Background: an optimization exercise with open tools, aiming at small area. Do not read the settings as production practice.
The RTL was checked by simulation tests, not by an equivalence proof against the original design.
Power is estimated from default activity; no workload was simulated.

## job 610
Design xbar_unmuxed, start of the top module:
module xbar_unmuxed (
  input  logic          clk_i,
  input  logic          arst_n_i,
  input  logic [63:0]   s_aw_addr,
  input  logic [1:0]    s_aw_valid,
  output logic [1:0]    s_aw_ready,
  input  logic [63:0]   s_w_data,
  input  logic [7:0]    s_w_strb,
  input  logic [1:0]    s_w_valid,
  output logic [1:0]    s_w_ready,
  output logic [3:0]    s_b_resp,
  output logic [1:0]    s_b_valid,
  input  logic [1:0]    s_b_ready,
  input  logic [63:0]   s_ar_addr,
  input  logic [1:0]    s_ar_valid,
  output logic [1:0]    s_ar_ready,
  output logic [63:0]   s_r_data,
  output logic [3:0]    s_r_resp,
  output logic [1:0]    s_r_valid,
  input  logic [1:0]    s_r_ready,
  output logic [191:0]  m_aw_addr,
  output logic [5:0]    m_aw_valid,
  input  logic [5:0]    m_aw_ready,
  output logic [191:0]  m_w_data,
  output logic [23:0]   m_w_strb,
  output logic [5:0]    m_w_valid,
  input  logic [5:0]    m_w_ready,
  input  logic [11:0]   m_b_resp,
  input  logic [5:0]    m_b_valid,
  output logic [5:0]    m_b_ready,
  output logic [191:0]  m_ar_addr,
  output logic [5:0]    m_ar_valid,
  input  logic [5:0]    m_ar_ready,
  input  logic [191:0]  m_r_data,
  input  logic [11:0]   m_r_resp,
  input  logic [5:0]    m_r_valid,
  output logic [5:0]    m_r_ready,
  input  logic [7:0]    map_idx_i,
  input  logic [127:0]  map_start_i,
  input  logic [127:0]  map_end_i,
  input  logic [1:0]    en_default_mst_i,
  input  logic [3:0]    default_mst_i
);
  localparam int unsigned NoSlv = 2;
  localparam int unsigned NoMst = 3;
  logic [127:0] map_start_n;
  logic [127:0] map_end_n;
  for (genvar k = 0; k < 128; k++) begin : gen_map_n
    if (k % 2 == 0 && k % 32 != 0) begin : gen_used
      assign map_start_n[k] = ~map_start_i[k];
      assign map_end_n[k]   = ~map_end_i[k];
    end else begin : gen_unused
      assign map_start_n[k] = 1'b0;
      assign map_end_n[k]   = 1'b0;
    end
  end
  for (genvar i = 0; i < NoSlv; i++) begin : gen_slv_port
    localparam int unsigned NoLanes = (i == 0) ? 3 : 2;
    logic [1:0] aw_sel;
    logic [1:0] ar_sel;
    logic [1:0] w_tgt;
  ...
Size: about 5100 cells after synthesis, roughly 1400 I/O pins.
Settings: LEC_CHECK=0, CAP_MARGIN=20, CORE_AREA=5 5 535 535, CTS_BUF_LIST=sky130_fd_sc_hd__clkbuf_8, CTS_CLUSTER_DIAMETER=80, CTS_CLUSTER_SIZE=12, DIE_AREA=0 0 540 540, SETUP_SLACK_MARGIN=0.1, SLEW_MARGIN=20, SYNTH_HIERARCHICAL=1, SYNTH_MINIMUM_KEEP_SIZE=0; clock period 12.0 ns.
standard.sh (not shown) runs the stock make flow with config.mk's settings and CLKGATE_MAP_FILE= SYNTH_SCRIPT=/design/flow/synth_recipe.tcl, a recipe that flattens the netlist after the stock synthesis.
==> flow/flow/run.sh <==
#!/bin/bash
# The standard layout, with the port buffers made of the smallest buffer
# cell instead of the one buffer_ports picks by default. Every input and
# output port still gets its own buffer.
set -euo pipefail
bash standard.sh "BUFFER_PORTS_ARGS=-buffer_cell sky130_fd_sc_hd__buf_1" finish > standard.log 2>&1
Job 610 | stages: all done | timing, DRC, antenna: all pass
#### Input delta (job 8926 over job 610)
- swapping 80 for 50 in CTS_CLUSTER_DIAMETER
==> comparison <==
- Job 8926 ended with every stage complete and zero timing, DRC or antenna violations.
- Summary of job 8926 over job 610: fill cell total of the finished layout shows no meaningful change, maximum frequency barely changed, sequential share of layout area shows a reduction of 0.45 points, fraction of layout cells with a size suffix above 1 went up, antenna diode instance count higher.
#### Input delta (job 3128 over job 8926)
- swapping 12 for 14 in CTS_CLUSTER_SIZE
- swapping 50 for 90 in CTS_CLUSTER_DIAMETER
[summary]
Per the comparison of job 3128 with job 8926, multi-input combinational area share +0.66 points; wire length on met1 went down 1.0%; clock network power shows a reduction of about 25%; remaining global-route overflow stayed essentially flat; logic gate share of total power now larger.
Cmp job 8926 and job 3128 / total power / lower: job 3128
Going from job 8926 to job 3128, portion of total power attributed to the clock network shrinks by 5.4 points.
Worst reg-to-reg setup slack delta for job 3128 relative to job 8926: 40 ps lower
What job 3109 does differently from job 3128 at the input level:
- changing CTS_CLUSTER_DIAMETER from 90 to 120
Job 3128 was carried through to the last stage, and its layout satisfied the timing, DRC and antenna checks.
Job 3109 was carried through to the last stage, and its layout satisfied the timing, DRC and antenna checks.
From job 3128 to job 3109 the numbers moved as follows: share of power burned in the clock network went down; multi-input combinational cell area held; overall overflow remaining after global route was more or less identical.
Compared with job 3128, in job 3109 detailed-routing iteration count for the pre-antenna-repair pass dropped 1; clock transition at the registers of the reported paths barely changed; total number of vias climbed 0.51%.

========
xbar_unmuxed, a different RTL version from the one above (not shown whole).
For scale: roughly 4,600 cells after synthesis, about 580 flip-flops, roughly 1,400 I/O pins, roughly 0.040 mm² of cells after synthesis.
Settings: LEC_CHECK=0, CAP_MARGIN=20, CORE_AREA=5 5 535 535, DIE_AREA=0 0 540 540, SLEW_MARGIN=20; clock period 12.0 ns.
Scripts as last shown in full above: flow/flow/run.sh
Rerun with:
==> flow/run.sh (new file) <==
#!/bin/bash
# synth_recipe.tcl (not shown) runs the flow's synth.tcl, then flattens the netlist and writes it again
# the make line also repeats each setting of config.mk as NAME=value (left out here)
make -C /OpenROAD-flow-scripts/flow DESIGN_CONFIG=/design/flow/config.mk WORK_HOME=/design/flow/orfs CLKGATE_MAP_FILE= SYNTH_SCRIPT=/design/flow/synth_recipe.tcl finish
removed: flow/flow/run.sh
removed: flow/standard.sh
Outcome:
- The changed run passed the timing, DRC and antenna checks
- setup slack got worse by 0.50 ns
- clock power drops by a few percent
- via count increases slightly
- power climbs by roughly a tenth
- core utilization went up by 3.0 points
Rerun with:
==> flow/flow/run.sh (new file) <==
#!/bin/bash
# The standard layout, with the port buffers made of the smallest buffer
# cell instead of the one buffer_ports picks by default. Every input and
# output port still gets its own buffer.
set -euo pipefail
bash standard.sh "BUFFER_PORTS_ARGS=-buffer_cell sky130_fd_sc_hd__buf_1" finish > standard.log 2>&1
==> flow/standard.sh (new file) <==
#!/bin/bash
# synth_recipe.tcl (not shown) runs the flow's synth.tcl, then flattens the netlist and writes it again
# the make line also repeats each setting of config.mk as NAME=value (left out here)
make -C /OpenROAD-flow-scripts/flow DESIGN_CONFIG=/design/flow/config.mk WORK_HOME=/design/flow/orfs CLKGATE_MAP_FILE= SYNTH_SCRIPT=/design/flow/synth_recipe.tcl "${@:-finish}"
- CORE_AREA: 5 5 535 535 -> 5 5 345 345
- DIE_AREA: 0 0 540 540 -> 0 0 350 350
removed: flow/run.sh
Effect: The new run failed in I/O pin placement (3_2_place_iop) with PPL-0024; area after synthesis is unchanged; synthesized cell count stays the same.
Rerun with:
- CORE_AREA: 5 5 345 345 -> 5 5 535 535
- CTS_BUF_LIST: unset -> sky130_fd_sc_hd__clkbuf_8
- CTS_CLUSTER_DIAMETER: unset -> 50
- CTS_CLUSTER_SIZE: unset -> 12
- DIE_AREA: 0 0 350 350 -> 0 0 540 540
This time the run passed the timing, DRC and antenna checks.
Area after synthesis stays the same.
Synthesized cell count is unchanged.

separate check: timing with driven ports:
No port has a modelled driver above. Below, the same layouts with a new extraction and two added sets of constraints.
Step 1 (the two cells are an assumption about what drives the block):
set clk [get_ports {clk_i}]
set_driving_cell -lib_cell sky130_fd_sc_hd__clkbuf_16 $clk
set_driving_cell -lib_cell sky130_fd_sc_hd__buf_2 [delete_from_list [all_inputs] $clk]
Step 2 times the ports against the registers' clock, not the clock port: input delays grow and output delays shrink by t, the midpoint of the rising clock arrivals with the driver on.
Slacks: no drivers / after step 1 / after step 2; pairs: no drivers / after step 1.
| run | shift t [ns] | setup slack, ns | worst register clock-pin slew, ns | cell pins on the clock port's net |
|---|---|---|---|---|
| job 610 | 0.948 | 0.364 / 0.335 / 0.335 | 0.10 / 0.10 | 1 |
| job 8926 | 0.976 | 0.360 / 0.307 / 0.307 | 0.09 / 0.09 | 1 |
| job 3128 | 0.926 | 0.428 / 0.399 / 0.399 | 0.10 / 0.10 | 1 |
| job 3109 | 0.939 | 0.354 / 0.323 / 0.323 | 0.11 / 0.11 | 1 |
| the first run of note 2 | 0.751 | 1.252 / 1.064 / 1.064 | 0.07 / 0.07 | 1 |
| the second run of note 2 | 0.743 | 0.747 / 0.655 / 0.655 | 0.08 / 0.08 | 1 |
| the fourth run of note 2 | 0.840 | 1.330 / 1.204 / 1.204 | 0.09 / 0.09 | 1 |
After both steps setup and hold are still met in every run listed. The setup slack of the first run of note 2, which loses most, moves by -0.188 ns with the drivers and by -0.188 ns with both steps.
